Context: an optimization exercise on an open-source flow, tuned for small area. The choices shown serve that exercise and are no tape-out recipe. Only simulation tests tie the RTL to the original design; equivalence was not proved.

File: design/flow/flow/make_vars
BUFFER_PORTS_ARGS=-buffer_cell sky130_fd_sc_hd__buf_1
CTS_BUF_LIST=sky130_fd_sc_hd__clkbuf_8
File: design/flow/config.mk
export PLATFORM = sky130hd
export DESIGN_NAME = layer_top
export DESIGN_NICKNAME = layer_top
export VERILOG_FILES = /design/flow/design.v
export SDC_FILE = /design/flow/constraint.sdc
export NUM_CORES = 4
export LEC_CHECK = 0
export CAP_MARGIN = 20
export CORE_MARGIN = 2
export CORE_UTILIZATION = 40
export SLEW_MARGIN = 20
File: design/flow/design.v
package layer_pkg;
   typedef logic signed [16-1:0] data_t;
   typedef logic [$clog2(8)-1:0] vec_addr_t;
   typedef logic [$clog2(16)-1:0] out_idx_t;
endpackage
package layer_coef_pkg;
   localparam int WEIGHT_ENTRIES = 4 * 8 * (16 / 4);
   localparam int BIAS_ENTRIES   = 4 * (16 / 4);
   localparam logic [WEIGHT_ENTRIES*16-1:0] weight_table = {
      {
         -16'sd38,  16'sd33,  16'sd109, 16'sd24,  -16'sd3,   -16'sd45,  -16'sd19,  16'sd48,
         16'sd103,  16'sd18,  16'sd82,  -16'sd28, 16'sd101,  -16'sd64,  -16'sd108, 16'sd3,
         -16'sd18,  16'sd107, 16'sd2,   -16'sd45, -16'sd85,  16'sd22,   16'sd86,   16'sd32,
         -16'sd1,   -16'sd105, 16'sd81, 16'sd42,  16'sd45,   16'sd39,   -16'sd54,  16'sd63
      },
      {
         16'sd29,   -16'sd75, -16'sd24, 16'sd89,  -16'sd12,  -16'sd72,  16'sd114,  -16'sd15,
         -16'sd11,  -16'sd4,  -16'sd36, 16'sd105, 16'sd53,   -16'sd50,  -16'sd37,  16'sd72,
         -16'sd110, -16'sd77, 16'sd9,   16'sd71,  16'sd1,    16'sd100,  16'sd15,   -16'sd72,
         16'sd90,   16'sd84,  16'sd7,   -16'sd36, 16'sd56,   -16'sd106, 16'sd20,   16'sd22
      },
      {
         -16'sd109, -16'sd24, 16'sd30,  16'sd68,  -16'sd123, -16'sd41,  16'sd119,  16'sd31,
         16'sd54,   16'sd121, 16'sd12,  16'sd60,  -16'sd48,  16'sd3,    -16'sd37,  16'sd78,
         16'sd93,   -16'sd101, 16'sd116, -16'sd83, 16'sd31,  -16'sd49,  16'sd124,  16'sd29,
         -16'sd78,  16'sd8,   16'sd67,  16'sd81,  16'sd87,   16'sd63,   -16'sd18,  -16'sd105
      },
      {
         -16'sd2,   -16'sd5,  16'sd22,  -16'sd23, 16'sd96,   -16'sd58,  16'sd36,   -16'sd70,
         16'sd126,  16'sd113, -16'sd73, 16'sd94,  -16'sd73,  16'sd92,   -16'sd104, -16'sd98,
         -16'sd64,  -16'sd77, -16'sd4,  -16'sd9,  -16'sd113, 16'sd20,   16'sd21,   -16'sd3,
         16'sd115,  16'sd106, 16'sd14,  -16'sd126, -16'sd1,  -16'sd93,  16'sd0,    16'sd126
      }
   };
   localparam logic [BIAS_ENTRIES*16-1:0] bias_table = {
      {-16'sd70, 16'sd120, 16'sd71,  -16'sd60},
      {-16'sd47, 16'sd115, -16'sd83, 16'sd67},
      {16'sd41,  16'sd38,  -16'sd81, -16'sd106},
      {16'sd103, 16'sd83,  16'sd0,   -16'sd10}
   };
endpackage
module layer_sequencer (
   input  logic                 clk,
   input  logic                 reset,
   input  logic                 s_valid,
   input  logic                 m_ready,
   output logic                 s_ready,
   output logic                 m_valid,
   output logic                 vec_wr_en,    
   output layer_pkg::vec_addr_t pos,          
   output logic                 run,          
   output logic                 en,           
   output layer_pkg::out_idx_t  out_idx,      
   output logic [5:0]           entry_next,   
   output logic                 x_bypass      
);
   layer_pkg::vec_addr_t load_cnt;    
   logic vec_pending;    
   logic done;           
   logic fire;
   logic can_start;
   logic start;
   logic last_start;     
   logic gap;            
   assign m_valid = done;
   assign fire    = done & m_ready;
   assign can_start  = (pos[1:0] == 2'd0) && (pos[2] != out_idx[0]) && !run && (!done || fire);
   assign start      = can_start && (out_idx != '0 || vec_pending || vec_wr_en);
   assign last_start = can_start && out_idx == 4'd15;
   assign en         = start | run;
   assign s_ready   = (pos == load_cnt) && (load_cnt != '0 || !vec_pending || last_start);
   assign vec_wr_en = s_ready & s_valid;
   assign gap       = (pos == load_cnt) && (load_cnt != '0) && !s_valid;
   assign x_bypass  = (pos == load_cnt) && out_idx == '0;
   layer_pkg::vec_addr_t pos_d;
   layer_pkg::out_idx_t  out_idx_d;
   logic                 finish;         
   assign finish     = run && pos[1:0] == 2'd3 && !(gap && out_idx == '0);
   assign pos_d      = reset ? '0 : pos + 1'b1;
   assign out_idx_d  = reset ? '0 : out_idx + finish;
   assign entry_next = {out_idx_d, pos_d[1:0]};
   always_ff @(posedge clk) begin
      pos     <= pos_d;
      out_idx <= out_idx_d;
   end
   always_ff @(posedge clk) begin
      if (reset) begin
         load_cnt    <= '0;
         vec_pending <= 1'b0;
         run         <= 1'b0;
         done        <= 1'b0;
      end else begin
         if (vec_wr_en)
            load_cnt <= load_cnt + 1'b1;
         if (vec_wr_en && load_cnt == 3'd7)
            vec_pending <= 1'b1;
         else if (start && out_idx == 4'd15)
            vec_pending <= 1'b0;
         if (start)
            run <= 1'b1;
         else if (run && (pos[1:0] == 2'd3 || (gap && out_idx == '0)))
            run <= 1'b0;
         if (finish)
            done <= 1'b1;
         else if (fire)
            done <= 1'b0;
      end
   end
endmodule
module mac_lane (
   input  logic                 clk,
   input  logic                 run,        
   input  logic                 en,         
   input  layer_pkg::out_idx_t  out_idx,
   input  layer_pkg::vec_addr_t pos,
   input  logic [5:0]           entry_next,    
   input  layer_pkg::data_t     x_a,
   input  layer_pkg::data_t     x_b,
   output layer_pkg::data_t     acc,
   output logic [16-1:0] acc_cy    
);
   localparam int ENTRIES = 16 * 4;
   logic [4*ENTRIES-1:0] a_one, a_two, a_neg, b_one, b_two, b_neg;
   logic [16*8-1:0] b_rom;
   logic [ENTRIES*8-1:0]        wa_rom, wb_rom;
   genvar i;
   generate
      for (i = 0; i < ENTRIES; i++) begin : g_w
         localparam int J  = i / 4;
         localparam int CA = (1 - J % 2) * 4 + i % 4;
         localparam int CB = (J % 2) * 4 + i % 4;
         localparam int EA = (J % 4) * 8 * (16 / 4)
                             + (J / 4) * 8 + CA;
         localparam int EB = (J % 4) * 8 * (16 / 4)
                             + (J / 4) * 8 + CB;
         localparam logic [8:0] WA = {layer_coef_pkg::weight_table[(layer_coef_pkg::WEIGHT_ENTRIES - 1 - EA) * 16 +: 8], 1'b0};
         localparam logic [8:0] WB = {layer_coef_pkg::weight_table[(layer_coef_pkg::WEIGHT_ENTRIES - 1 - EB) * 16 +: 8], 1'b0};
         assign wa_rom[i*8 +: 8] = WA[8:1];
         assign wb_rom[i*8 +: 8] = WB[8:1];
         for (genvar k = 0; k < 4; k++) begin : g_k
            assign a_one[k*ENTRIES + i] = WA[2*k+1] ^ WA[2*k];
            assign a_two[k*ENTRIES + i] = (WA[2*k+2] & ~WA[2*k+1] & ~WA[2*k]) | (~WA[2*k+2] & WA[2*k+1] & WA[2*k]);
            assign a_neg[k*ENTRIES + i] = WA[2*k+2] & ~(WA[2*k+1] & WA[2*k]);
            assign b_one[k*ENTRIES + i] = WB[2*k+1] ^ WB[2*k];
            assign b_two[k*ENTRIES + i] = (WB[2*k+2] & ~WB[2*k+1] & ~WB[2*k]) | (~WB[2*k+2] & WB[2*k+1] & WB[2*k]);
            assign b_neg[k*ENTRIES + i] = WB[2*k+2] & ~(WB[2*k+1] & WB[2*k]);
         end
      end
      for (i = 0; i < 16; i++) begin : g_b
         localparam int E = (i % 4) * (16 / 4) + i / 4;
         assign b_rom[i*8 +: 8] =
            layer_coef_pkg::bias_table[(layer_coef_pkg::BIAS_ENTRIES - 1 - E) * 16 +: 8];
      end
   endgenerate
   logic [5:0]  entry;
   logic [7:0]  bias;
   logic [15:0] addend;
   logic [3:0]  neg_a, one_a, two_a, neg_b, one_b, two_b;
   assign entry  = {out_idx, pos[1:0]};
   assign bias   = b_rom[out_idx*8 +: 8];
   assign addend = run ? acc : {{8{bias[7]}}, bias};
   logic [7:0] wa_q, wb_q;
   always_ff @(posedge clk) begin
      wa_q <= wa_rom[entry_next*8 +: 8];
      wb_q <= wb_rom[entry_next*8 +: 8];
   end
   logic [8:0] wxa, wxb;
   assign wxa = {wa_q, 1'b0};
   assign wxb = {wb_q, 1'b0};
   generate
      for (i = 0; i < 4; i++) begin : g_digit
         assign one_a[i] = wxa[2*i+1] ^ wxa[2*i];
         assign two_a[i] = (wxa[2*i+2] & ~wxa[2*i+1] & ~wxa[2*i]) | (~wxa[2*i+2] & wxa[2*i+1] & wxa[2*i]);
         assign neg_a[i] = wxa[2*i+2] & ~(wxa[2*i+1] & wxa[2*i]);
         assign one_b[i] = wxb[2*i+1] ^ wxb[2*i];
         assign two_b[i] = (wxb[2*i+2] & ~wxb[2*i+1] & ~wxb[2*i]) | (~wxb[2*i+2] & wxb[2*i+1] & wxb[2*i]);
         assign neg_b[i] = wxb[2*i+2] & ~(wxb[2*i+1] & wxb[2*i]);
      end
   endgenerate
   logic [15:0] pp_a0;
   assign pp_a0[0] = ((one_a[0] & x_a[0])) ^ neg_a[0];
   assign pp_a0[1] = ((one_a[0] & x_a[1]) | (two_a[0] & x_a[0])) ^ neg_a[0];
   assign pp_a0[2] = ((one_a[0] & x_a[2]) | (two_a[0] & x_a[1])) ^ neg_a[0];
   assign pp_a0[3] = ((one_a[0] & x_a[3]) | (two_a[0] & x_a[2])) ^ neg_a[0];
   assign pp_a0[4] = ((one_a[0] & x_a[4]) | (two_a[0] & x_a[3])) ^ neg_a[0];
   assign pp_a0[5] = ((one_a[0] & x_a[5]) | (two_a[0] & x_a[4])) ^ neg_a[0];
   assign pp_a0[6] = ((one_a[0] & x_a[6]) | (two_a[0] & x_a[5])) ^ neg_a[0];
   assign pp_a0[7] = ((one_a[0] & x_a[7]) | (two_a[0] & x_a[6])) ^ neg_a[0];
   assign pp_a0[8] = ((one_a[0] & x_a[8]) | (two_a[0] & x_a[7])) ^ neg_a[0];
   assign pp_a0[9] = ((one_a[0] & x_a[9]) | (two_a[0] & x_a[8])) ^ neg_a[0];
   assign pp_a0[10] = ((one_a[0] & x_a[10]) | (two_a[0] & x_a[9])) ^ neg_a[0];
   assign pp_a0[11] = ((one_a[0] & x_a[11]) | (two_a[0] & x_a[10])) ^ neg_a[0];
   assign pp_a0[12] = ((one_a[0] & x_a[12]) | (two_a[0] & x_a[11])) ^ neg_a[0];
   assign pp_a0[13] = ((one_a[0] & x_a[13]) | (two_a[0] & x_a[12])) ^ neg_a[0];
   assign pp_a0[14] = ((one_a[0] & x_a[14]) | (two_a[0] & x_a[13])) ^ neg_a[0];
   assign pp_a0[15] = ((one_a[0] & x_a[15]) | (two_a[0] & x_a[14])) ^ neg_a[0];
   logic [15:2] pp_a1;
   assign pp_a1[2] = ((one_a[1] & x_a[0])) ^ neg_a[1];
   assign pp_a1[3] = ((one_a[1] & x_a[1]) | (two_a[1] & x_a[0])) ^ neg_a[1];
   assign pp_a1[4] = ((one_a[1] & x_a[2]) | (two_a[1] & x_a[1])) ^ neg_a[1];
   assign pp_a1[5] = ((one_a[1] & x_a[3]) | (two_a[1] & x_a[2])) ^ neg_a[1];
   assign pp_a1[6] = ((one_a[1] & x_a[4]) | (two_a[1] & x_a[3])) ^ neg_a[1];
   assign pp_a1[7] = ((one_a[1] & x_a[5]) | (two_a[1] & x_a[4])) ^ neg_a[1];
   assign pp_a1[8] = ((one_a[1] & x_a[6]) | (two_a[1] & x_a[5])) ^ neg_a[1];
   assign pp_a1[9] = ((one_a[1] & x_a[7]) | (two_a[1] & x_a[6])) ^ neg_a[1];
   assign pp_a1[10] = ((one_a[1] & x_a[8]) | (two_a[1] & x_a[7])) ^ neg_a[1];
   assign pp_a1[11] = ((one_a[1] & x_a[9]) | (two_a[1] & x_a[8])) ^ neg_a[1];
   assign pp_a1[12] = ((one_a[1] & x_a[10]) | (two_a[1] & x_a[9])) ^ neg_a[1];
   assign pp_a1[13] = ((one_a[1] & x_a[11]) | (two_a[1] & x_a[10])) ^ neg_a[1];
   assign pp_a1[14] = ((one_a[1] & x_a[12]) | (two_a[1] & x_a[11])) ^ neg_a[1];
   assign pp_a1[15] = ((one_a[1] & x_a[13]) | (two_a[1] & x_a[12])) ^ neg_a[1];
   logic [15:4] pp_a2;
   assign pp_a2[4] = ((one_a[2] & x_a[0])) ^ neg_a[2];
   assign pp_a2[5] = ((one_a[2] & x_a[1]) | (two_a[2] & x_a[0])) ^ neg_a[2];
   assign pp_a2[6] = ((one_a[2] & x_a[2]) | (two_a[2] & x_a[1])) ^ neg_a[2];
   assign pp_a2[7] = ((one_a[2] & x_a[3]) | (two_a[2] & x_a[2])) ^ neg_a[2];
   assign pp_a2[8] = ((one_a[2] & x_a[4]) | (two_a[2] & x_a[3])) ^ neg_a[2];
   assign pp_a2[9] = ((one_a[2] & x_a[5]) | (two_a[2] & x_a[4])) ^ neg_a[2];
   assign pp_a2[10] = ((one_a[2] & x_a[6]) | (two_a[2] & x_a[5])) ^ neg_a[2];
   assign pp_a2[11] = ((one_a[2] & x_a[7]) | (two_a[2] & x_a[6])) ^ neg_a[2];
   assign pp_a2[12] = ((one_a[2] & x_a[8]) | (two_a[2] & x_a[7])) ^ neg_a[2];
   assign pp_a2[13] = ((one_a[2] & x_a[9]) | (two_a[2] & x_a[8])) ^ neg_a[2];
   assign pp_a2[14] = ((one_a[2] & x_a[10]) | (two_a[2] & x_a[9])) ^ neg_a[2];
   assign pp_a2[15] = ((one_a[2] & x_a[11]) | (two_a[2] & x_a[10])) ^ neg_a[2];
   logic [15:6] pp_a3;
   assign pp_a3[6] = ((one_a[3] & x_a[0])) ^ neg_a[3];
   assign pp_a3[7] = ((one_a[3] & x_a[1]) | (two_a[3] & x_a[0])) ^ neg_a[3];
   assign pp_a3[8] = ((one_a[3] & x_a[2]) | (two_a[3] & x_a[1])) ^ neg_a[3];
   assign pp_a3[9] = ((one_a[3] & x_a[3]) | (two_a[3] & x_a[2])) ^ neg_a[3];
   assign pp_a3[10] = ((one_a[3] & x_a[4]) | (two_a[3] & x_a[3])) ^ neg_a[3];
   assign pp_a3[11] = ((one_a[3] & x_a[5]) | (two_a[3] & x_a[4])) ^ neg_a[3];
   assign pp_a3[12] = ((one_a[3] & x_a[6]) | (two_a[3] & x_a[5])) ^ neg_a[3];
   assign pp_a3[13] = ((one_a[3] & x_a[7]) | (two_a[3] & x_a[6])) ^ neg_a[3];
   assign pp_a3[14] = ((one_a[3] & x_a[8]) | (two_a[3] & x_a[7])) ^ neg_a[3];
   assign pp_a3[15] = ((one_a[3] & x_a[9]) | (two_a[3] & x_a[8])) ^ neg_a[3];
   logic [15:0] pp_b0;
   assign pp_b0[0] = ((one_b[0] & x_b[0])) ^ neg_b[0];
   assign pp_b0[1] = ((one_b[0] & x_b[1]) | (two_b[0] & x_b[0])) ^ neg_b[0];
   assign pp_b0[2] = ((one_b[0] & x_b[2]) | (two_b[0] & x_b[1])) ^ neg_b[0];
   assign pp_b0[3] = ((one_b[0] & x_b[3]) | (two_b[0] & x_b[2])) ^ neg_b[0];
   assign pp_b0[4] = ((one_b[0] & x_b[4]) | (two_b[0] & x_b[3])) ^ neg_b[0];
   assign pp_b0[5] = ((one_b[0] & x_b[5]) | (two_b[0] & x_b[4])) ^ neg_b[0];
   assign pp_b0[6] = ((one_b[0] & x_b[6]) | (two_b[0] & x_b[5])) ^ neg_b[0];
   assign pp_b0[7] = ((one_b[0] & x_b[7]) | (two_b[0] & x_b[6])) ^ neg_b[0];
   assign pp_b0[8] = ((one_b[0] & x_b[8]) | (two_b[0] & x_b[7])) ^ neg_b[0];
   assign pp_b0[9] = ((one_b[0] & x_b[9]) | (two_b[0] & x_b[8])) ^ neg_b[0];
   assign pp_b0[10] = ((one_b[0] & x_b[10]) | (two_b[0] & x_b[9])) ^ neg_b[0];
   assign pp_b0[11] = ((one_b[0] & x_b[11]) | (two_b[0] & x_b[10])) ^ neg_b[0];
   assign pp_b0[12] = ((one_b[0] & x_b[12]) | (two_b[0] & x_b[11])) ^ neg_b[0];
   assign pp_b0[13] = ((one_b[0] & x_b[13]) | (two_b[0] & x_b[12])) ^ neg_b[0];
   assign pp_b0[14] = ((one_b[0] & x_b[14]) | (two_b[0] & x_b[13])) ^ neg_b[0];
   assign pp_b0[15] = ((one_b[0] & x_b[15]) | (two_b[0] & x_b[14])) ^ neg_b[0];
   logic [15:2] pp_b1;
   assign pp_b1[2] = ((one_b[1] & x_b[0])) ^ neg_b[1];
   assign pp_b1[3] = ((one_b[1] & x_b[1]) | (two_b[1] & x_b[0])) ^ neg_b[1];
   assign pp_b1[4] = ((one_b[1] & x_b[2]) | (two_b[1] & x_b[1])) ^ neg_b[1];
   assign pp_b1[5] = ((one_b[1] & x_b[3]) | (two_b[1] & x_b[2])) ^ neg_b[1];
   assign pp_b1[6] = ((one_b[1] & x_b[4]) | (two_b[1] & x_b[3])) ^ neg_b[1];
   assign pp_b1[7] = ((one_b[1] & x_b[5]) | (two_b[1] & x_b[4])) ^ neg_b[1];
   assign pp_b1[8] = ((one_b[1] & x_b[6]) | (two_b[1] & x_b[5])) ^ neg_b[1];
   assign pp_b1[9] = ((one_b[1] & x_b[7]) | (two_b[1] & x_b[6])) ^ neg_b[1];
   assign pp_b1[10] = ((one_b[1] & x_b[8]) | (two_b[1] & x_b[7])) ^ neg_b[1];
   assign pp_b1[11] = ((one_b[1] & x_b[9]) | (two_b[1] & x_b[8])) ^ neg_b[1];
   assign pp_b1[12] = ((one_b[1] & x_b[10]) | (two_b[1] & x_b[9])) ^ neg_b[1];
   assign pp_b1[13] = ((one_b[1] & x_b[11]) | (two_b[1] & x_b[10])) ^ neg_b[1];
   assign pp_b1[14] = ((one_b[1] & x_b[12]) | (two_b[1] & x_b[11])) ^ neg_b[1];
   assign pp_b1[15] = ((one_b[1] & x_b[13]) | (two_b[1] & x_b[12])) ^ neg_b[1];
   logic [15:4] pp_b2;
   assign pp_b2[4] = ((one_b[2] & x_b[0])) ^ neg_b[2];
   assign pp_b2[5] = ((one_b[2] & x_b[1]) | (two_b[2] & x_b[0])) ^ neg_b[2];
   assign pp_b2[6] = ((one_b[2] & x_b[2]) | (two_b[2] & x_b[1])) ^ neg_b[2];
   assign pp_b2[7] = ((one_b[2] & x_b[3]) | (two_b[2] & x_b[2])) ^ neg_b[2];
   assign pp_b2[8] = ((one_b[2] & x_b[4]) | (two_b[2] & x_b[3])) ^ neg_b[2];
   assign pp_b2[9] = ((one_b[2] & x_b[5]) | (two_b[2] & x_b[4])) ^ neg_b[2];
   assign pp_b2[10] = ((one_b[2] & x_b[6]) | (two_b[2] & x_b[5])) ^ neg_b[2];
   assign pp_b2[11] = ((one_b[2] & x_b[7]) | (two_b[2] & x_b[6])) ^ neg_b[2];
   assign pp_b2[12] = ((one_b[2] & x_b[8]) | (two_b[2] & x_b[7])) ^ neg_b[2];
   assign pp_b2[13] = ((one_b[2] & x_b[9]) | (two_b[2] & x_b[8])) ^ neg_b[2];
   assign pp_b2[14] = ((one_b[2] & x_b[10]) | (two_b[2] & x_b[9])) ^ neg_b[2];
   assign pp_b2[15] = ((one_b[2] & x_b[11]) | (two_b[2] & x_b[10])) ^ neg_b[2];
   logic [15:6] pp_b3;
   assign pp_b3[6] = ((one_b[3] & x_b[0])) ^ neg_b[3];
   assign pp_b3[7] = ((one_b[3] & x_b[1]) | (two_b[3] & x_b[0])) ^ neg_b[3];
   assign pp_b3[8] = ((one_b[3] & x_b[2]) | (two_b[3] & x_b[1])) ^ neg_b[3];
   assign pp_b3[9] = ((one_b[3] & x_b[3]) | (two_b[3] & x_b[2])) ^ neg_b[3];
   assign pp_b3[10] = ((one_b[3] & x_b[4]) | (two_b[3] & x_b[3])) ^ neg_b[3];
   assign pp_b3[11] = ((one_b[3] & x_b[5]) | (two_b[3] & x_b[4])) ^ neg_b[3];
   assign pp_b3[12] = ((one_b[3] & x_b[6]) | (two_b[3] & x_b[5])) ^ neg_b[3];
   assign pp_b3[13] = ((one_b[3] & x_b[7]) | (two_b[3] & x_b[6])) ^ neg_b[3];
   assign pp_b3[14] = ((one_b[3] & x_b[8]) | (two_b[3] & x_b[7])) ^ neg_b[3];
   assign pp_b3[15] = ((one_b[3] & x_b[9]) | (two_b[3] & x_b[8])) ^ neg_b[3];
   logic s1, c2, s3, c4, s5, c6, s7, c8, s9, c10, s11, c12, s13, c14, s15, c16;
   logic s17, c18, s19, s20, c21, s22, c23, s24, c25, s26, c27, s28, c29, s30, c31, s32;
   logic c33, s34, c35, s36, c37, s38, c39, s40, c41, s42, c43, s44, c45, s46, c47, s48;
   logic c49, s50, c51, s52, c53, s54, c55, s56, c57, s58, c59, s60, c61, s62, c63, s64;
   logic c65, s66, c67, s68, c69, s70, c71, s72, c73, s74, c75, s76, c77, s78, c79, s80;
   logic c81, s82, c83, s84, s85, s86, s87, c88, s89, c90, s91, c92, s93, c94, s95, c96;
   logic s97, c98, s99, c100, s101, c102, s103, c104, s105, c106, s107, c108, s109, c110, s111, c112;
   logic s113, c114, s115, c116, s117, c118, s119, c120, s121, c122, s123, c124, s125, c126, s127, c128;
   logic s129, c130, s131, c132, s133, c134, s135, c136, s137, c138, s139, s140, s141, c142, s143, c144;
   logic s145, c146, s147, c148, s149, c150, s151, c152, s153, c154, s155, c156, s157, c158, s159, c160;
   logic s161, c162, s163, c164, s165, c166, s167, c168, s169, c170, s171, s172, c173, s174, c175, s176;
   logic c177, s178, c179, s180, c181, s182, c183, s184, c185, s186, c187, s188, c189, s190, c191, s192;
   logic c193, s194, c195, s196, c197, s198, c199, s200, c201, s202;
   assign s1 = neg_a[3] ^ neg_b[3] ^ addend[6];
   assign c2 = (neg_a[3] & neg_b[3]) | (neg_a[3] & addend[6]) | (neg_b[3] & addend[6]);
   assign s3 = addend[7] ^ pp_b0[7];
   assign c4 = addend[7] & pp_b0[7];
   assign s5 = addend[8] ^ pp_b0[8];
   assign c6 = addend[8] & pp_b0[8];
   assign s7 = addend[9] ^ pp_b0[9];
   assign c8 = addend[9] & pp_b0[9];
   assign s9 = addend[10] ^ pp_b0[10];
   assign c10 = addend[10] & pp_b0[10];
   assign s11 = addend[11] ^ pp_b0[11];
   assign c12 = addend[11] & pp_b0[11];
   assign s13 = addend[12] ^ pp_b0[12];
   assign c14 = addend[12] & pp_b0[12];
   assign s15 = addend[13] ^ pp_b0[13];
   assign c16 = addend[13] & pp_b0[13];
   assign s17 = addend[14] ^ pp_b0[14];
   assign c18 = addend[14] & pp_b0[14];
   assign s19 = addend[15] ^ pp_b0[15];
   assign s20 = neg_a[1] ^ neg_b[1];
   assign c21 = neg_a[1] & neg_b[1];
   assign s22 = neg_a[2] ^ neg_b[2] ^ addend[4];
   assign c23 = (neg_a[2] & neg_b[2]) | (neg_a[2] & addend[4]) | (neg_b[2] & addend[4]);
   assign s24 = pp_b0[4] ^ pp_b1[4];
   assign c25 = pp_b0[4] & pp_b1[4];
   assign s26 = addend[5] ^ pp_b0[5] ^ pp_b1[5];
   assign c27 = (addend[5] & pp_b0[5]) | (addend[5] & pp_b1[5]) | (pp_b0[5] & pp_b1[5]);
   assign s28 = pp_b2[5] ^ pp_a0[5];
   assign c29 = pp_b2[5] & pp_a0[5];
   assign s30 = pp_b0[6] ^ pp_b1[6] ^ pp_b2[6];
   assign c31 = (pp_b0[6] & pp_b1[6]) | (pp_b0[6] & pp_b2[6]) | (pp_b1[6] & pp_b2[6]);
   assign s32 = pp_b3[6] ^ s1 ^ pp_a0[6];
   assign c33 = (pp_b3[6] & s1) | (pp_b3[6] & pp_a0[6]) | (s1 & pp_a0[6]);
   assign s34 = pp_a1[6] ^ pp_a2[6];
   assign c35 = pp_a1[6] & pp_a2[6];
   assign s36 = pp_b1[7] ^ pp_b2[7] ^ pp_b3[7];
   assign c37 = (pp_b1[7] & pp_b2[7]) | (pp_b1[7] & pp_b3[7]) | (pp_b2[7] & pp_b3[7]);
   assign s38 = c2 ^ s3 ^ pp_a0[7];
   assign c39 = (c2 & s3) | (c2 & pp_a0[7]) | (s3 & pp_a0[7]);
   assign s40 = pp_a1[7] ^ pp_a2[7] ^ pp_a3[7];
   assign c41 = (pp_a1[7] & pp_a2[7]) | (pp_a1[7] & pp_a3[7]) | (pp_a2[7] & pp_a3[7]);
   assign s42 = pp_b1[8] ^ pp_b2[8] ^ pp_b3[8];
   assign c43 = (pp_b1[8] & pp_b2[8]) | (pp_b1[8] & pp_b3[8]) | (pp_b2[8] & pp_b3[8]);
   assign s44 = c4 ^ s5 ^ pp_a0[8];
   assign c45 = (c4 & s5) | (c4 & pp_a0[8]) | (s5 & pp_a0[8]);
   assign s46 = pp_a1[8] ^ pp_a2[8] ^ pp_a3[8];
   assign c47 = (pp_a1[8] & pp_a2[8]) | (pp_a1[8] & pp_a3[8]) | (pp_a2[8] & pp_a3[8]);
   assign s48 = pp_b1[9] ^ pp_b2[9] ^ pp_b3[9];
   assign c49 = (pp_b1[9] & pp_b2[9]) | (pp_b1[9] & pp_b3[9]) | (pp_b2[9] & pp_b3[9]);
   assign s50 = c6 ^ s7 ^ pp_a0[9];
   assign c51 = (c6 & s7) | (c6 & pp_a0[9]) | (s7 & pp_a0[9]);
   assign s52 = pp_a1[9] ^ pp_a2[9] ^ pp_a3[9];
   assign c53 = (pp_a1[9] & pp_a2[9]) | (pp_a1[9] & pp_a3[9]) | (pp_a2[9] & pp_a3[9]);
   assign s54 = pp_b1[10] ^ pp_b2[10] ^ pp_b3[10];
   assign c55 = (pp_b1[10] & pp_b2[10]) | (pp_b1[10] & pp_b3[10]) | (pp_b2[10] & pp_b3[10]);
   assign s56 = c8 ^ s9 ^ pp_a0[10];
   assign c57 = (c8 & s9) | (c8 & pp_a0[10]) | (s9 & pp_a0[10]);
   assign s58 = pp_a1[10] ^ pp_a2[10] ^ pp_a3[10];
   assign c59 = (pp_a1[10] & pp_a2[10]) | (pp_a1[10] & pp_a3[10]) | (pp_a2[10] & pp_a3[10]);
   assign s60 = pp_b1[11] ^ pp_b2[11] ^ pp_b3[11];
   assign c61 = (pp_b1[11] & pp_b2[11]) | (pp_b1[11] & pp_b3[11]) | (pp_b2[11] & pp_b3[11]);
   assign s62 = c10 ^ s11 ^ pp_a0[11];
   assign c63 = (c10 & s11) | (c10 & pp_a0[11]) | (s11 & pp_a0[11]);
   assign s64 = pp_a1[11] ^ pp_a2[11] ^ pp_a3[11];
   assign c65 = (pp_a1[11] & pp_a2[11]) | (pp_a1[11] & pp_a3[11]) | (pp_a2[11] & pp_a3[11]);
   assign s66 = pp_b1[12] ^ pp_b2[12] ^ pp_b3[12];
   assign c67 = (pp_b1[12] & pp_b2[12]) | (pp_b1[12] & pp_b3[12]) | (pp_b2[12] & pp_b3[12]);
   assign s68 = c12 ^ s13 ^ pp_a0[12];
   assign c69 = (c12 & s13) | (c12 & pp_a0[12]) | (s13 & pp_a0[12]);
   assign s70 = pp_a1[12] ^ pp_a2[12] ^ pp_a3[12];
   assign c71 = (pp_a1[12] & pp_a2[12]) | (pp_a1[12] & pp_a3[12]) | (pp_a2[12] & pp_a3[12]);
   assign s72 = pp_b1[13] ^ pp_b2[13] ^ pp_b3[13];
   assign c73 = (pp_b1[13] & pp_b2[13]) | (pp_b1[13] & pp_b3[13]) | (pp_b2[13] & pp_b3[13]);
   assign s74 = c14 ^ s15 ^ pp_a0[13];
   assign c75 = (c14 & s15) | (c14 & pp_a0[13]) | (s15 & pp_a0[13]);
   assign s76 = pp_a1[13] ^ pp_a2[13] ^ pp_a3[13];
   assign c77 = (pp_a1[13] & pp_a2[13]) | (pp_a1[13] & pp_a3[13]) | (pp_a2[13] & pp_a3[13]);
   assign s78 = pp_b1[14] ^ pp_b2[14] ^ pp_b3[14];
   assign c79 = (pp_b1[14] & pp_b2[14]) | (pp_b1[14] & pp_b3[14]) | (pp_b2[14] & pp_b3[14]);
   assign s80 = c16 ^ s17 ^ pp_a0[14];
   assign c81 = (c16 & s17) | (c16 & pp_a0[14]) | (s17 & pp_a0[14]);
   assign s82 = pp_a1[14] ^ pp_a2[14] ^ pp_a3[14];
   assign c83 = (pp_a1[14] & pp_a2[14]) | (pp_a1[14] & pp_a3[14]) | (pp_a2[14] & pp_a3[14]);
   assign s84 = pp_b1[15] ^ pp_b2[15] ^ pp_b3[15];
   assign s85 = c18 ^ s19 ^ pp_a0[15];
   assign s86 = pp_a1[15] ^ pp_a2[15] ^ pp_a3[15];
   assign s87 = neg_a[0] ^ neg_b[0];
   assign c88 = neg_a[0] & neg_b[0];
   assign s89 = addend[2] ^ s20 ^ pp_b0[2];
   assign c90 = (addend[2] & s20) | (addend[2] & pp_b0[2]) | (s20 & pp_b0[2]);
   assign s91 = addend[3] ^ c21 ^ pp_b0[3];
   assign c92 = (addend[3] & c21) | (addend[3] & pp_b0[3]) | (c21 & pp_b0[3]);
   assign s93 = pp_b1[3] ^ pp_a0[3];
   assign c94 = pp_b1[3] & pp_a0[3];
   assign s95 = pp_b2[4] ^ s22 ^ s24;
   assign c96 = (pp_b2[4] & s22) | (pp_b2[4] & s24) | (s22 & s24);
   assign s97 = pp_a0[4] ^ pp_a1[4] ^ pp_a2[4];
   assign c98 = (pp_a0[4] & pp_a1[4]) | (pp_a0[4] & pp_a2[4]) | (pp_a1[4] & pp_a2[4]);
   assign s99 = c23 ^ c25 ^ s26;
   assign c100 = (c23 & c25) | (c23 & s26) | (c25 & s26);
   assign s101 = pp_a1[5] ^ pp_a2[5] ^ s28;
   assign c102 = (pp_a1[5] & pp_a2[5]) | (pp_a1[5] & s28) | (pp_a2[5] & s28);
   assign s103 = c27 ^ s30 ^ pp_a3[6];
   assign c104 = (c27 & s30) | (c27 & pp_a3[6]) | (s30 & pp_a3[6]);
   assign s105 = c29 ^ s34 ^ s32;
   assign c106 = (c29 & s34) | (c29 & s32) | (s34 & s32);
   assign s107 = c31 ^ s36 ^ c35;
   assign c108 = (c31 & s36) | (c31 & c35) | (s36 & c35);
   assign s109 = c33 ^ s38 ^ s40;
   assign c110 = (c33 & s38) | (c33 & s40) | (s38 & s40);
   assign s111 = c37 ^ s42 ^ c39;
   assign c112 = (c37 & s42) | (c37 & c39) | (s42 & c39);
   assign s113 = c41 ^ s44 ^ s46;
   assign c114 = (c41 & s44) | (c41 & s46) | (s44 & s46);
   assign s115 = c43 ^ s48 ^ c45;
   assign c116 = (c43 & s48) | (c43 & c45) | (s48 & c45);
   assign s117 = c47 ^ s50 ^ s52;
   assign c118 = (c47 & s50) | (c47 & s52) | (s50 & s52);
   assign s119 = c49 ^ s54 ^ c51;
   assign c120 = (c49 & s54) | (c49 & c51) | (s54 & c51);
   assign s121 = c53 ^ s56 ^ s58;
   assign c122 = (c53 & s56) | (c53 & s58) | (s56 & s58);
   assign s123 = c55 ^ s60 ^ c57;
   assign c124 = (c55 & s60) | (c55 & c57) | (s60 & c57);
   assign s125 = c59 ^ s62 ^ s64;
   assign c126 = (c59 & s62) | (c59 & s64) | (s62 & s64);
   assign s127 = c61 ^ s66 ^ c63;
   assign c128 = (c61 & s66) | (c61 & c63) | (s66 & c63);
   assign s129 = c65 ^ s68 ^ s70;
   assign c130 = (c65 & s68) | (c65 & s70) | (s68 & s70);
   assign s131 = c67 ^ s72 ^ c69;
   assign c132 = (c67 & s72) | (c67 & c69) | (s72 & c69);
   assign s133 = c71 ^ s74 ^ s76;
   assign c134 = (c71 & s74) | (c71 & s76) | (s74 & s76);
   assign s135 = c73 ^ s78 ^ c75;
   assign c136 = (c73 & s78) | (c73 & c75) | (s78 & c75);
   assign s137 = c77 ^ s80 ^ s82;
   assign c138 = (c77 & s80) | (c77 & s82) | (s80 & s82);
   assign s139 = c79 ^ s84 ^ c81;
   assign s140 = c83 ^ s85 ^ s86;
   assign s141 = addend[0] ^ s87;
   assign c142 = addend[0] & s87;
   assign s143 = addend[1] ^ c88 ^ pp_b0[1];
   assign c144 = (addend[1] & c88) | (addend[1] & pp_b0[1]) | (c88 & pp_b0[1]);
   assign s145 = pp_b1[2] ^ s89 ^ pp_a0[2];
   assign c146 = (pp_b1[2] & s89) | (pp_b1[2] & pp_a0[2]) | (s89 & pp_a0[2]);
   assign s147 = c90 ^ s91 ^ pp_a1[3];
   assign c148 = (c90 & s91) | (c90 & pp_a1[3]) | (s91 & pp_a1[3]);
   assign s149 = c92 ^ s95 ^ c94;
   assign c150 = (c92 & s95) | (c92 & c94) | (s95 & c94);
   assign s151 = c96 ^ s99 ^ c98;
   assign c152 = (c96 & s99) | (c96 & c98) | (s99 & c98);
   assign s153 = c100 ^ s103 ^ c102;
   assign c154 = (c100 & s103) | (c100 & c102) | (s103 & c102);
   assign s155 = c104 ^ s107 ^ c106;
   assign c156 = (c104 & s107) | (c104 & c106) | (s107 & c106);
   assign s157 = c108 ^ s111 ^ c110;
   assign c158 = (c108 & s111) | (c108 & c110) | (s111 & c110);
   assign s159 = c112 ^ s115 ^ c114;
   assign c160 = (c112 & s115) | (c112 & c114) | (s115 & c114);
   assign s161 = c116 ^ s119 ^ c118;
   assign c162 = (c116 & s119) | (c116 & c118) | (s119 & c118);
   assign s163 = c120 ^ s123 ^ c122;
   assign c164 = (c120 & s123) | (c120 & c122) | (s123 & c122);
   assign s165 = c124 ^ s127 ^ c126;
   assign c166 = (c124 & s127) | (c124 & c126) | (s127 & c126);
   assign s167 = c128 ^ s131 ^ c130;
   assign c168 = (c128 & s131) | (c128 & c130) | (s131 & c130);
   assign s169 = c132 ^ s135 ^ c134;
   assign c170 = (c132 & s135) | (c132 & c134) | (s135 & c134);
   assign s171 = c136 ^ s139 ^ c138;
   assign s172 = pp_b0[0] ^ s141;
   assign c173 = pp_b0[0] & s141;
   assign s174 = c142 ^ s143 ^ pp_a0[1];
   assign c175 = (c142 & s143) | (c142 & pp_a0[1]) | (s143 & pp_a0[1]);
   assign s176 = c144 ^ pp_a1[2] ^ s145;
   assign c177 = (c144 & pp_a1[2]) | (c144 & s145) | (pp_a1[2] & s145);
   assign s178 = s93 ^ c146 ^ s147;
   assign c179 = (s93 & c146) | (s93 & s147) | (c146 & s147);
   assign s180 = c148 ^ s97 ^ s149;
   assign c181 = (c148 & s97) | (c148 & s149) | (s97 & s149);
   assign s182 = c150 ^ s101 ^ s151;
   assign c183 = (c150 & s101) | (c150 & s151) | (s101 & s151);
   assign s184 = c152 ^ s105 ^ s153;
   assign c185 = (c152 & s105) | (c152 & s153) | (s105 & s153);
   assign s186 = s109 ^ c154 ^ s155;
   assign c187 = (s109 & c154) | (s109 & s155) | (c154 & s155);
   assign s188 = s113 ^ c156 ^ s157;
   assign c189 = (s113 & c156) | (s113 & s157) | (c156 & s157);
   assign s190 = s117 ^ c158 ^ s159;
   assign c191 = (s117 & c158) | (s117 & s159) | (c158 & s159);
   assign s192 = s121 ^ c160 ^ s161;
   assign c193 = (s121 & c160) | (s121 & s161) | (c160 & s161);
   assign s194 = s125 ^ c162 ^ s163;
   assign c195 = (s125 & c162) | (s125 & s163) | (c162 & s163);
   assign s196 = s129 ^ c164 ^ s165;
   assign c197 = (s129 & c164) | (s129 & s165) | (c164 & s165);
   assign s198 = s133 ^ c166 ^ s167;
   assign c199 = (s133 & c166) | (s133 & s167) | (c166 & s167);
   assign s200 = s137 ^ c168 ^ s169;
   assign c201 = (s137 & c168) | (s137 & s169) | (c168 & s169);
   assign s202 = s140 ^ c170 ^ s171;
   logic [15:0] op_a, op_b;
   assign op_a = {s202, s200, s198, s196, s194, s192, s190, s188, s186, s184, s182, s180, s178, s176, s174, pp_a0[0]};
   assign op_b = {c201, c199, c197, c195, c193, c191, c189, c187, c185, c183, c181, c179, c177, c175, c173, s172};
   logic [15:0] cy;
   logic [15:0] sum;
   logic [15:0] cy_out;
   assign cy[0] = 1'b0;
   assign sum[0] = op_a[0] ^ op_b[0] ^ cy[0];
   assign cy[1] = (op_a[0] & op_b[0]) | (op_a[0] & cy[0]) | (op_b[0] & cy[0]);
   assign sum[1] = op_a[1] ^ op_b[1] ^ cy[1];
   assign cy[2] = (op_a[1] & op_b[1]) | (op_a[1] & cy[1]) | (op_b[1] & cy[1]);
   assign sum[2] = op_a[2] ^ op_b[2] ^ cy[2];
   assign cy[3] = (op_a[2] & op_b[2]) | (op_a[2] & cy[2]) | (op_b[2] & cy[2]);
   assign sum[3] = op_a[3] ^ op_b[3] ^ cy[3];
   assign cy[4] = (op_a[3] & op_b[3]) | (op_a[3] & cy[3]) | (op_b[3] & cy[3]);
   assign sum[4] = op_a[4] ^ op_b[4] ^ cy[4];
   assign cy_out[5] = (op_a[4] & op_b[4]) | (op_a[4] & cy[4]) | (op_b[4] & cy[4]);
   assign cy[5] = run & acc_cy[5];
   assign sum[5] = op_a[5] ^ op_b[5] ^ cy[5];
   assign cy[6] = (op_a[5] & op_b[5]) | (op_a[5] & cy[5]) | (op_b[5] & cy[5]);
   assign sum[6] = op_a[6] ^ op_b[6] ^ cy[6];
   assign cy[7] = (op_a[6] & op_b[6]) | (op_a[6] & cy[6]) | (op_b[6] & cy[6]);
   assign sum[7] = op_a[7] ^ op_b[7] ^ cy[7];
   assign cy[8] = (op_a[7] & op_b[7]) | (op_a[7] & cy[7]) | (op_b[7] & cy[7]);
   assign sum[8] = op_a[8] ^ op_b[8] ^ cy[8];
   assign cy_out[9] = (op_a[8] & op_b[8]) | (op_a[8] & cy[8]) | (op_b[8] & cy[8]);
   assign cy[9] = run & acc_cy[9];
   assign sum[9] = op_a[9] ^ op_b[9] ^ cy[9];
   assign cy[10] = (op_a[9] & op_b[9]) | (op_a[9] & cy[9]) | (op_b[9] & cy[9]);
   assign sum[10] = op_a[10] ^ op_b[10] ^ cy[10];
   assign cy[11] = (op_a[10] & op_b[10]) | (op_a[10] & cy[10]) | (op_b[10] & cy[10]);
   assign sum[11] = op_a[11] ^ op_b[11] ^ cy[11];
   assign cy[12] = (op_a[11] & op_b[11]) | (op_a[11] & cy[11]) | (op_b[11] & cy[11]);
   assign sum[12] = op_a[12] ^ op_b[12] ^ cy[12];
   assign cy_out[13] = (op_a[12] & op_b[12]) | (op_a[12] & cy[12]) | (op_b[12] & cy[12]);
   assign cy[13] = run & acc_cy[13];
   assign sum[13] = op_a[13] ^ op_b[13] ^ cy[13];
   assign cy[14] = (op_a[13] & op_b[13]) | (op_a[13] & cy[13]) | (op_b[13] & cy[13]);
   assign sum[14] = op_a[14] ^ op_b[14] ^ cy[14];
   assign cy[15] = (op_a[14] & op_b[14]) | (op_a[14] & cy[14]) | (op_b[14] & cy[14]);
   assign sum[15] = op_a[15] ^ op_b[15] ^ cy[15];
   assign cy_out[0] = 1'b0;
   assign cy_out[1] = 1'b0;
   assign cy_out[2] = 1'b0;
   assign cy_out[3] = 1'b0;
   assign cy_out[4] = 1'b0;
   assign cy_out[6] = 1'b0;
   assign cy_out[7] = 1'b0;
   assign cy_out[8] = 1'b0;
   assign cy_out[10] = 1'b0;
   assign cy_out[11] = 1'b0;
   assign cy_out[12] = 1'b0;
   assign cy_out[14] = 1'b0;
   assign cy_out[15] = 1'b0;
   logic [15:0] cy_q;    
   always_ff @(posedge clk)
      if (en) begin
         acc  <= sum;
         cy_q <= cy_out & 16'h2220;
      end
   assign acc_cy = cy_q & 16'h2220;
endmodule
module mac_array (
   input  logic                 clk,
   input  logic                 vec_wr_en,
   input  logic                 x_bypass,
   input  layer_pkg::data_t     data_in,
   input  layer_pkg::vec_addr_t pos,
   input  logic                 run,
   input  logic                 en,
   input  layer_pkg::out_idx_t  out_idx,
   input  logic [5:0]           entry_next,
   output layer_pkg::data_t     acc,
   output logic [16-1:0] acc_cy
);
   layer_pkg::data_t ring [0:8-1];
   always_ff @(posedge clk) begin
      for (int k = 0; k < 8 - 1; k++)
         ring[k] <= ring[k+1];
      ring[8-1] <= vec_wr_en ? data_in : ring[0];
   end
   mac_lane u_lane (
      .clk     (clk),
      .run     (run),
      .en      (en),
      .out_idx (out_idx),
      .pos     (pos),
      .entry_next (entry_next),
      .x_a     (x_bypass ? data_in : ring[0]),    
      .x_b     (ring[8/2]),           
      .acc     (acc),
      .acc_cy  (acc_cy)
   );
endmodule
module result_buffer (
   input  layer_pkg::data_t acc,
   input  logic [16-1:0] acc_cy,
   output layer_pkg::data_t data_out
);
   layer_pkg::data_t result;
   assign result   = acc + acc_cy;
   assign data_out = result[16-1] ? '0 : result;
endmodule
module layer_top (
   input  logic             clk,
   input  logic             reset,
   input  logic             s_valid,
   input  logic             m_ready,
   input  layer_pkg::data_t data_in,
   output logic             s_ready,
   output logic             m_valid,
   output layer_pkg::data_t data_out
);
   logic                 vec_wr_en;
   logic                 x_bypass;
   layer_pkg::vec_addr_t pos;
   logic                 run, en;
   layer_pkg::out_idx_t  out_idx;
   logic [5:0]           entry_next;
   layer_pkg::data_t     acc;
   logic [16-1:0] acc_cy;
   layer_sequencer u_sequencer (
      .clk       (clk),
      .reset     (reset),
      .s_valid   (s_valid),
      .m_ready   (m_ready),
      .s_ready   (s_ready),
      .m_valid   (m_valid),
      .vec_wr_en (vec_wr_en),
      .pos       (pos),
      .run       (run),
      .en        (en),
      .out_idx   (out_idx),
      .entry_next(entry_next),
      .x_bypass  (x_bypass)
   );
   mac_array u_mac_array (
      .clk       (clk),
      .vec_wr_en (vec_wr_en),
      .x_bypass  (x_bypass),
      .data_in   (data_in),
      .pos       (pos),
      .run       (run),
      .en        (en),
      .out_idx   (out_idx),
      .entry_next(entry_next),
      .acc       (acc),
      .acc_cy    (acc_cy)
   );
   result_buffer u_result_buffer (
      .acc      (acc),
      .acc_cy   (acc_cy),
      .data_out (data_out)
   );
endmodule
File: design/flow/flow/run.sh
#!/bin/bash
# The standard layout (standard.sh) with extra ORFS make variables, one
# per line in flow/make_vars. Each ORFS step keeps its own log under
# orfs/logs; make's own output goes to flow_make.log here.
set -euo pipefail
args=()
while IFS= read -r line; do
   [[ -z "$line" || "$line" == \#* ]] && continue
   args+=("$line")
done < flow/make_vars
bash standard.sh "${args[@]}" finish > flow_make.log 2>&1
File: design/flow/constraint.sdc
create_clock -name core_clock -period 7.0 [get_ports {clk}]
set_input_delay 1.4000 -clock core_clock [delete_from_list [all_inputs] [get_ports {clk}]]
set_output_delay 1.4000 -clock core_clock [all_outputs]
set_load 0.01 [all_outputs]
File: design/flow/standard.sh
#!/bin/bash
# synth_recipe.tcl (not shown) runs the flow's synth.tcl, then flattens the netlist and writes it again
# the make line also repeats each setting of config.mk as NAME=value (left out here)
make -C /OpenROAD-flow-scripts/flow DESIGN_CONFIG=/design/flow/config.mk WORK_HOME=/design/flow/orfs CLKGATE_MAP_FILE= SYNTH_SCRIPT=/design/flow/synth_recipe.tcl "${@:-finish}"
==> impl_metrics.toml, run 1 <==
[yosys]
yosysTopAreaCell = "dfxtp_1"
ys_seq_elements = 176
netlist_instances = 1256
yosysSeqAreaShare_pct = 31.5
synth_top_cells_by_area = "dfxtp_1, fa_1, xnor2_1"
yosysWarnings = 5
synth_area_um2 = 11800
synthArstFlopShare_pct = 0
syn-num-nets = 1421
synth.distinct_cells = 61
synth_flop_cell = "dfxtp_1"
synth_edf_count = 19
synth.avg_cell_area_um2 = 9.40
yosysTopAreaCellShare_pct = 26.6

[die]
die_area_um2 = 30900
chipHeight_um = 176
die-width_um = 176
ioPinCount = 38
start_util_pct = 40.9
core_um2 = 28900
num_rows = 62

[cells_and_area]
stdcell_area_um2 = 12700
synthToLayoutAreaGrowth_pct = 7.43
antennaDiodeCount = 0
fill_cells = 2847
drive_above_1_share_pct = 7.85
stdcell_count = 1645
register_area_um2 = 3710
multiInputGateArea_um2 = 7200
fin_nets = 1413

[setup_path]
critical_path.max_fanout = 12
cp_slowest_cell = "dfxtp_1"
crit_chain = "inv_1, ha_1, nor3b_2, nand4_1, buf_4, mux2_2, a22oi_1, xnor2_1, fa_1, inv_1, fa_1, inv_1, fa_1, fa_1, fa_1, fa_1, xnor2_1, xnor2_1, xnor2_1, xnor2_1, xnor2_1, xnor3_1"
critPathLaunchType = "register"
crit_type = "reg -> reg"
cp-end-kind = "register"
cp_data_required_time_ns = 7.22
critical-path-max-stage-delay_ns = 0.53
crit_arrival_ns = 6.61

[placed_design]
placed_cell_area_um2 = 12300
io_buffer_count = 36
hpwl_um = 23000
dp_cells = 1613
place.gp.congestion = 0.930

[detailed_routing]
first_iter_violations = 892
ant_nets = 0
drt-total-wl_um = 31000
firstDrtPassIters = 5
via_per_inst = 5.44
drc = 0
wl_per_cell_um = 18.9
vias = 8945

[sta]
max-slew-margin-rel_pct = 33.1
skew_ns = 0.0208
report.final.slew_viol_count = 0
worstMarginPinSlew_ns = 1.00
fin_crit_sh_pct = 91.3
max_freq_ghz = 0.157
setup_violations = 0
fin_hold_ws_ns = 0.322
rsz0062_at_grt = "false"
finalSetupTns_ns = 0
hold_viol_final = 0
final.min_clock_period_ns = 6.39

[clock_network]
cts.clk_slew.worst_paths_ns = 0.10
postCtsSetupRepairBufs = 0
ctsHoldBuffers = 0
ctsResizeCount = 0
cts_root_buf = "clkbuf_8"
clock_sinks = 176
clockBufferDepth = 2
insertion_delay_ns = 0.47
cts_tree = "built"
h-tree-depth = 4
cts_buffers = 17

[hold_path]
hold_class = "reg -> reg"

[global_route]
grt_pass1_wl_um = 48300
grt.met3_usage_pct = 3.35
grt_max_degree = 43
met2_usage_pct = 32.5
track_usage_pct = 20.4
grt-busiest-layer = "met2"
met1_usage_pct = 27.7
grt_overflow = 0
grt_pass1_vias = 8518
antenna_found_initial = 0

[run]
drv_cap = 0

[outcome]
outcome = "no timing/DRC/antenna violations"
==> cell families after synthesis <==
logic type	synth area share (%)
adder cells (fa/ha/maj)	21.4
multiplexers	5.06
AO/OA/AOI/OAI	16.4
buffers and inverters	7.62
flip-flops	31.5
AND/OR/NAND/NOR	8.61
other	0.0318
XOR/XNOR	9.43
==> registers in the layout, summed over array words and instances (netlist names), 3 cells and up <==
name	count
u_mac_array.ring	128
u_sequencer.load_cnt	3
u_sequencer.pos	3
u_mac_array.u_lane.wa_q	8
u_sequencer.out_idx	4
u_mac_array.u_lane.cy_q	3
u_mac_array.u_lane.acc	16
u_mac_array.u_lane.wb_q	8
==> layout make-up <==
| type | count | share of cell area (%) |
|---|---|---|
| Sequential cell | 176 | 29.3 |
| Inverter | 141 | 4.17 |
| Timing Repair Buffer | 63 | 2.66 |
| Clock buffer | 18 | 1.95 |
| Multi-Input combinational cell | 849 | 56.8 |
| Tap cell | 384 | 3.79 |
| Clock inverter | 14 | 1.36 |
==> cells in the final DEF, fill, tap and decap left out, types with 50 or more instances in the layout <==
| master | n |
|---|---|
| dfxtp_1 | 157 |
| inv_1 | 137 |
| fa_1 | 95 |
| xnor2_1 | 93 |
| nand2_1 | 89 |
| a21oi_1 | 87 |
| a22oi_1 | 71 |
| nor2_1 | 62 |
| o21ai_0 | 53 |
| ha_1 | 50 |
==> path summary, 6_finish.rpt <==
| kind | slack [ns] | to | startpoint | cells past startpoint |
|---|---|---|---|---|
| max | 0.61 | u_mac_array.u_lane.acc[15] | u_sequencer.out_idx[0] | 22 |
| min | 0.32 | u_mac_array.ring[2][2] | u_mac_array.ring[3][2] | 0 |
| min reg2reg | 0.32 | u_mac_array.ring[2][2] | u_mac_array.ring[3][2] | 0 |
| max reg2reg | 0.61 | u_mac_array.u_lane.acc[15] | u_sequencer.out_idx[0] | 22 |
==> synth_stat cells, drive strengths merged (3+ instances only) <==
cell type	instances
dfxtp	157
inv	139
fa	95
xnor2	93
nand2	89
a21oi	87
a22oi	73
nor2	62
clkbuf	60
o21ai	55
ha	50
mux2	31
buf	30
xor2	29
mux2i	24
edfxtp	19
nand2b	18
o211ai	15
o22ai	15
nand3	11
and2	10
nor2b	10
a31oi	9
a22o	8
nor3	7
o221ai	7
a221oi	6
a211oi	5
nor3b	5
and3	4
a21boi	3
a311oi	3
o31ai	3
==> critical path: cells and delay by family (launching register included) <==
kind | cells | cell delay (ns)
fa+ha+maj | 7 | 2.80
mux | 1 | 0.45
xor+xnor | 7 | 1.27
buf+inv | 4 | 0.56
simple gates | 2 | 0.27
compound gates | 1 | 0.27
flops | 1 | 0.53
==> layer usage <==
layer	wire, um	vias up	part of all wire [%]
met5	0	-	0
met4	993	0	3.2
met3	1770	58	5.7
met2	14300	335	46
met1	14000	4357	45
li1	-	4195	-
==> metrics by stage <==
| stage | utilization (%) | worst slack [ns] |
|---|---|---|
| 3_5_place_dp | 42.5 | 0.636 |
| 6_report | 43.9 | 0.612 |
| 2_1_floorplan | - | 0.950 |
| 3_3_place_gp | 42.5 | 0.741 |
| 5_1_grt | 43.9 | 0.280 |
| 4_1_cts | 43.9 | 0.604 |
==> run 2: changes to the inputs <==
==> design/flow/flow/make_vars (replaced) <==
BUFFER_PORTS_ARGS=-buffer_cell sky130_fd_sc_hd__buf_1
CTS_BUF_LIST=sky130_fd_sc_hd__clkbuf_8
CTS_CLUSTER_SIZE=10
==> run 2 against run 1 <==
Final area is the same. Maximum frequency unchanged. Synthesized area unchanged. Synthesized cell count unchanged. Via count unchanged. Register-to-register slack hardly changed. Global-route usage unchanged. Count of clock-buffer cells in the layout unchanged. Critical endpoint unchanged. Largest cell class unchanged.
==> impl_metrics.toml, run 2 <==
[die]
die-width_um = 176
start_util_pct = 40.9
chipHeight_um = 176
die_area_um2 = 30900
core_um2 = 28900
ioPinCount = 38
num_rows = 62

[cells_and_area]
top_register = "u_mac_array.ring"
synthToLayoutAreaGrowth_pct = 7.43
stdcell_count = 1645
largest_register_ffs = 128
fin_nets = 1413
final_common_cell = "dfxtp_1"
antennaDiodeCount = 0
final_core_util_pct = 43.9
reg_top3 = "u_mac_array.ring (128), u_mac_array.u_lane.acc (16)"
drive_above_1_share_pct = 7.85
layout_common_cells = "dfxtp_1, inv_1, fa_1"
fill_cells = 2847

[clock_network]
h-tree-depth = 4
clock_sinks = 176
cts.clk_slew.worst_paths_ns = 0.10
clockBufferDepth = 2
postCtsSetupRepairBufs = 0
cts_root_buf = "clkbuf_8"
ctsHoldBuffers = 0
cts_tree = "built"
cts_buffers = 17
insertion_delay_ns = 0.47
ctsResizeCount = 0

[setup_path]
crit_start = "u_sequencer.out_idx[0]"
crit_type = "reg -> reg"
critical_path.max_fanout = 12
cp_data_required_time_ns = 7.22
r2r-start = "u_sequencer.out_idx[0]"
crit_cells = 22
crit_chain = "inv_1, ha_1, nor3b_2, nand4_1, buf_4, mux2_2, a22oi_1, xnor2_1, fa_1, inv_1, fa_1, inv_1, fa_1, fa_1, fa_1, fa_1, xnor2_1, xnor2_1, xnor2_1, xnor2_1, xnor2_1, xnor3_1"
critical-path-max-stage-delay_ns = 0.53
critPathLaunchType = "register"
crit_arrival_ns = 6.61
reg2reg_depth = 22
crit_buf_inv = 4
cp-end-kind = "register"
cp_slowest_cell = "dfxtp_1"
cp_top_family = "adder cells"

[sta]
final.min_clock_period_ns = 6.39
finalSetupTns_ns = 0
fin_crit_sh_pct = 91.3
max-slew-margin-rel_pct = 33.1
skew_ns = 0.0208
worstMarginPinSlew_ns = 1.00
hold_viol_final = 0
max_freq_ghz = 0.157
rsz0062_at_grt = "false"
report.final.slew_viol_count = 0
fin_hold_ws_ns = 0.322
setup_violations = 0

[yosys]
synthSimpleGateAreaFrac_pct = 8.61
yosysWarnings = 5
synth_edf_count = 19
synth_xor_area_share_pct = 9.43
yosysMostFrequentCell = "dfxtp_1"
ys_seq_elements = 176
synthArstFlopShare_pct = 0
synth_area_um2 = 11800
netlist_instances = 1256
yosysTopAreaCell = "dfxtp_1"
syn-num-nets = 1421
yosysSeqAreaShare_pct = 31.5
synth_top_family_by_area = "adder cells"
synth_compound_area_share_pct = 16.4
synth_fa_ha_area_share_pct = 21.4
synth_top_cells_by_area = "dfxtp_1, fa_1, xnor2_1"
synth_common_cells = "dfxtp_1, inv_1, fa_1, xnor2_1, nand2_1"
synth.avg_cell_area_um2 = 9.40
synth_flop_cell = "dfxtp_1"
synth.distinct_cells = 61
synthMuxAreaShare_pct = 5.06
yosysTopAreaCellShare_pct = 26.6

[placed_design]
place.gp.congestion = 0.930
io_buffer_count = 36
dp_cells = 1613
hpwl_um = 23000

[detailed_routing]
wl_per_cell_um = 18.9
vias = 8945
drc = 0
ant_nets = 0
first_iter_violations = 892
via_per_inst = 5.44
drt-total-wl_um = 31000
firstDrtPassIters = 5

[global_route]
grt_pass1_wl_um = 48300
grt_overflow = 0
antenna_found_initial = 0
grt_max_degree = 43
grt_pass1_vias = 8518
track_usage_pct = 20.4

[outcome]
outcome = "no timing/DRC/antenna violations"

[hold_path]
hp-start = "u_mac_array.ring[3][2]"
hold_class = "reg -> reg"
whs_path_depth = 0

[run]
drv_cap = 0
## run 2: logic make-up (layout without fill, tap and decap cells)
group | after synthesis | count (layout)
AOI/OAI and AO/OA | 301 | 301
xor gates and xnor gates | 124 | 124
adders and majority gates | 145 | 145
buffers and inverters | 231 | 236
DFF | 176 | 176
muxes | 55 | 55
other | 1 | 1
and+or+nand+nor | 223 | 223
## run 2: area by class of cell
| cell class | count | area, um^2 | area share [%] |
|---|---|---|---|
| clock buffer | 18 | 248 | 1.95 |
| clock inverter | 14 | 173 | 1.36 |
| inverter | 141 | 529 | 4.17 |
| multi-input combinational | 849 | 7200 | 56.8 |
| sequential | 176 | 3710 | 29.3 |
| tap | 384 | 480 | 3.79 |
| timing repair buffer | 63 | 338 | 2.66 |
## run 2: worst paths after layout
path | slack [ns] | end
max | 0.61 | u_mac_array.u_lane.acc[15]
min | 0.32 | u_mac_array.ring[2][2]
max reg2reg | 0.61 | u_mac_array.u_lane.acc[15]
min reg2reg | 0.32 | u_mac_array.ring[2][2]
## run 2: per-stage QoR
| step | area, um^2 | setup WS [ns] |
|---|---|---|
| after floorplan | 11800 | 0.950 |
| after global placement | 12300 | 0.741 |
| after detailed placement | 12300 | 0.636 |
| after CTS | 12700 | 0.604 |
| after global routing | 12700 | 0.280 |
| final | 12700 | 0.612 |
## run 2: layer usage
| metal | routed length (um) | GRT usage [%] |
|---|---|---|
| met2 | 14300 | 32.5 |
| met5 | 0 | 0 |
| met4 | 993 | 8.26 |
| met3 | 1770 | 3.35 |
| met1 | 14000 | 27.7 |
==> run 3: changes to the inputs <==
==> design/flow/flow/make_vars (replaced) <==
BUFFER_PORTS_ARGS=-buffer_cell sky130_fd_sc_hd__buf_1
CTS_BUF_LIST=sky130_fd_sc_hd__clkbuf_8
GPL_KEEP_OVERFLOW=0
==> run 3 against run 2 <==
Maximum frequency is 1.7% lower. First-iteration DRC count down 7.2%. Clock skew up 0.0088 ns. Die area stayed put. Sequential cell count stayed put. Count of clock-buffer cells in the layout decreased by 1. Critical endpoint unchanged. Worst setup slack got worse by 0.11 ns. Core utilization fell by 0.41 points. Largest cell class unchanged. Critical path type unchanged.
==> impl_metrics.toml, run 3 <==
[sta]
max-slew-margin-rel_pct = 22.6
fin_hold_ws_ns = 0.326
final.min_clock_period_ns = 6.50
rsz0062_at_grt = "false"
skew_ns = 0.0296
fin_crit_sh_pct = 92.8
max_freq_ghz = 0.154
finalSetupTns_ns = 0
setup_violations = 0
hold_viol_final = 0
report.final.slew_viol_count = 0
worstMarginPinSlew_ns = 1.16
timing.final.ws_setup_ns = 0.504

[setup_path]
cp-end-kind = "register"
critical_path.max_fanout = 9
crit_arrival_ns = 6.75
reg2reg_depth = 22
cp_slowest_cell = "dfxtp_1"
rrSetupSlack_ns = 0.50
rr_endpoint = "u_mac_array.u_lane.acc[15]"
cp_common_cell = "fa_1"
r2r-start = "u_sequencer.out_idx[0]"
critical-path-max-stage-delay_ns = 0.53
crit_chain = "inv_1, ha_1, nand2_1, o21ai_0, o21ai_2, nand2_1, ha_1, fa_1, fa_1, inv_1, fa_1, inv_1, fa_1, inv_1, fa_1, fa_1, xnor2_1, xnor2_1, xnor2_1, xnor2_1, xnor2_1, xnor3_1"
cp_data_required_time_ns = 7.25
critPathLaunchType = "register"
crit_type = "reg -> reg"
crit_start = "u_sequencer.out_idx[0]"

[cells_and_area]
fin_nets = 1391
layout_common_cells = "dfxtp_1, inv_1, fa_1"
largest_register_ffs = 128
reg_top3 = "u_mac_array.ring (128), u_mac_array.u_lane.acc (16)"
antennaDiodeCount = 0
synthToLayoutAreaGrowth_pct = 6.43
top_register = "u_mac_array.ring"
stdcell_area_um2 = 12600
drive_above_1_share_pct = 7.02
final_common_cell = "dfxtp_1"

[hold_path]
hold_class = "reg -> reg"
whs_path_depth = 0
min_to = "u_mac_array.ring[4][6]"
hp-start = "u_mac_array.ring[5][6]"

[clock_network]
clockBufferDepth = 2
cts_root_buf = "clkbuf_8"
clock_sinks = 176
cts_buffers = 17
cts_tree = "built"
h-tree-depth = 4
cts.clk_slew.worst_paths_ns = 0.12
insertion_delay_ns = 0.49

[yosys]
synth.avg_cell_area_um2 = 9.40
synth_area_um2 = 11800
synth_top_cells_by_area = "dfxtp_1, fa_1, xnor2_1"
synth_flop_cell = "dfxtp_1"
netlist_instances = 1256
synth.distinct_cells = 61
synth_common_cells = "dfxtp_1, inv_1, fa_1, xnor2_1, nand2_1"
yosysTopAreaCellShare_pct = 26.6
yosysWarnings = 5
syn-num-nets = 1421
yosysTopAreaCell = "dfxtp_1"
yosysSeqAreaShare_pct = 31.5
synth_edf_count = 19
yosysMostFrequentCell = "dfxtp_1"
ys_seq_elements = 176
synthArstFlopShare_pct = 0

[die]
chipHeight_um = 176
ioPinCount = 38
start_util_pct = 40.9
die_area_um2 = 30900
die-width_um = 176
core_um2 = 28900
num_rows = 62

[global_route]
grt_pass1_vias = 8556
grt_max_degree = 43
grt_overflow = 0
antenna_found_initial = 0
track_usage_pct = 20.2
grt_pass1_wl_um = 48000

[detailed_routing]
first_iter_violations = 828
wl_per_cell_um = 18.7
via_per_inst = 5.44
vias = 8829
drt-total-wl_um = 30300
drc = 0
firstDrtPassIters = 5
ant_nets = 0

[placed_design]
placed_cell_area_um2 = 12100
dpl_worst_slack_ns = 0.247
io_buffer_count = 36
hpwl_um = 22200
place.gp.congestion = 0.916

[run]
drv_cap = 0

[outcome]
outcome = "no timing/DRC/antenna violations"
[run 3: cell type report]
cell class / count / area (um^2)
clock buffer: 17 / 234
clock inverter: 15 / 183
sequential: 176 / 3720
tap: 384 / 480
fill: 2867 / 16300
inverter: 141 / 529
timing repair buffer: 41 / 201
multi-input combinational: 849 / 7220
[run 3: cell families after synthesis]
kind of cell    count (synthesis)  synth area share, %
simple gates                  223                 8.61
xor+xnor                      124                 9.43
other cells                     1               0.0318
flops                         176                 31.5
fa+ha+maj                     145                 21.4
buf+inv                       231                 7.62
mux                            55                 5.06
compound gates                301                 16.4
[run 3: repair_timing]
item / in CTS / in global routing
hold buffers: 0 / 0
endpoints found under the setup margin: 0 / 1
gates resized for setup: 0 / 1
buffers inserted: 0 / 1
[run 3: metal layers]
layer  GRT usage (%)  wire (um)  vias up
met2            31.8      13900      312
met5               0          0        -
met3            3.44       1860       50
met1            28.3      13900     4320
met4            6.27        701        0
li1                -          -     4147
[run 3: how the worst max path moves through the flow]
stage / end / slack (ns)
floorplan: u_mac_array.u_lane.acc[15] / 0.95
CTS: u_mac_array.u_lane.acc[15] / 0.23
detailed placement: u_mac_array.u_lane.acc[15] / 0.25
global placement: u_mac_array.u_lane.acc[15] / -0.26
finish: u_mac_array.u_lane.acc[15] / 0.50
global route: u_mac_array.u_lane.acc[15] / 0.10
[run 3: stage by stage]
stage	std cells	utilization, %
5_1_grt	1623	43.5
3_3_place_gp	1586	41.8
2_1_floorplan	1256	-
4_1_cts	1622	43.5
6_report	1623	43.5
3_5_place_dp	1590	42.0
[run 3: critical path, delay by kind of cell, from the launching register on]
kind                     cells  cell delay, ns
AO/OA/AOI/OAI                2            0.56
XOR/XNOR                     6            1.13
adder cells (fa/ha/maj)      8            3.42
buffers and inverters        4            0.32
flip-flops                   1            0.53
AND/OR/NAND/NOR              2            0.28

[separate check: timing with driven ports]
In the flow no input, the clock included, has a driving cell. The finished layouts below were timed again as built, in two steps.
Step 1 assumes that a clkbuf_16 drives the clock port and a buf_2 every other input.
Step 2 times the ports against the registers' clock, not the clock port: input delays grow and output delays shrink by t, the midpoint of the rising clock arrivals with the driver on.
Slacks: no drivers / after step 1 / after step 2; pairs: no drivers / after step 1.
| run | shift t [ns] | setup slack, ns | clock arrival spread, ns | pins driven straight from the clock port |
|---|---|---|---|---|
| run 1 | 0.510 | 0.612 / 0.612 / 0.612 | 0.021 / 0.021 | 1 |
| run 2 | 0.510 | 0.612 / 0.612 / 0.612 | 0.021 / 0.021 | 1 |
| run 3 | 0.519 | 0.504 / 0.504 / 0.504 | 0.029 / 0.030 | 1 |
After both steps setup and hold are still met in every run listed.
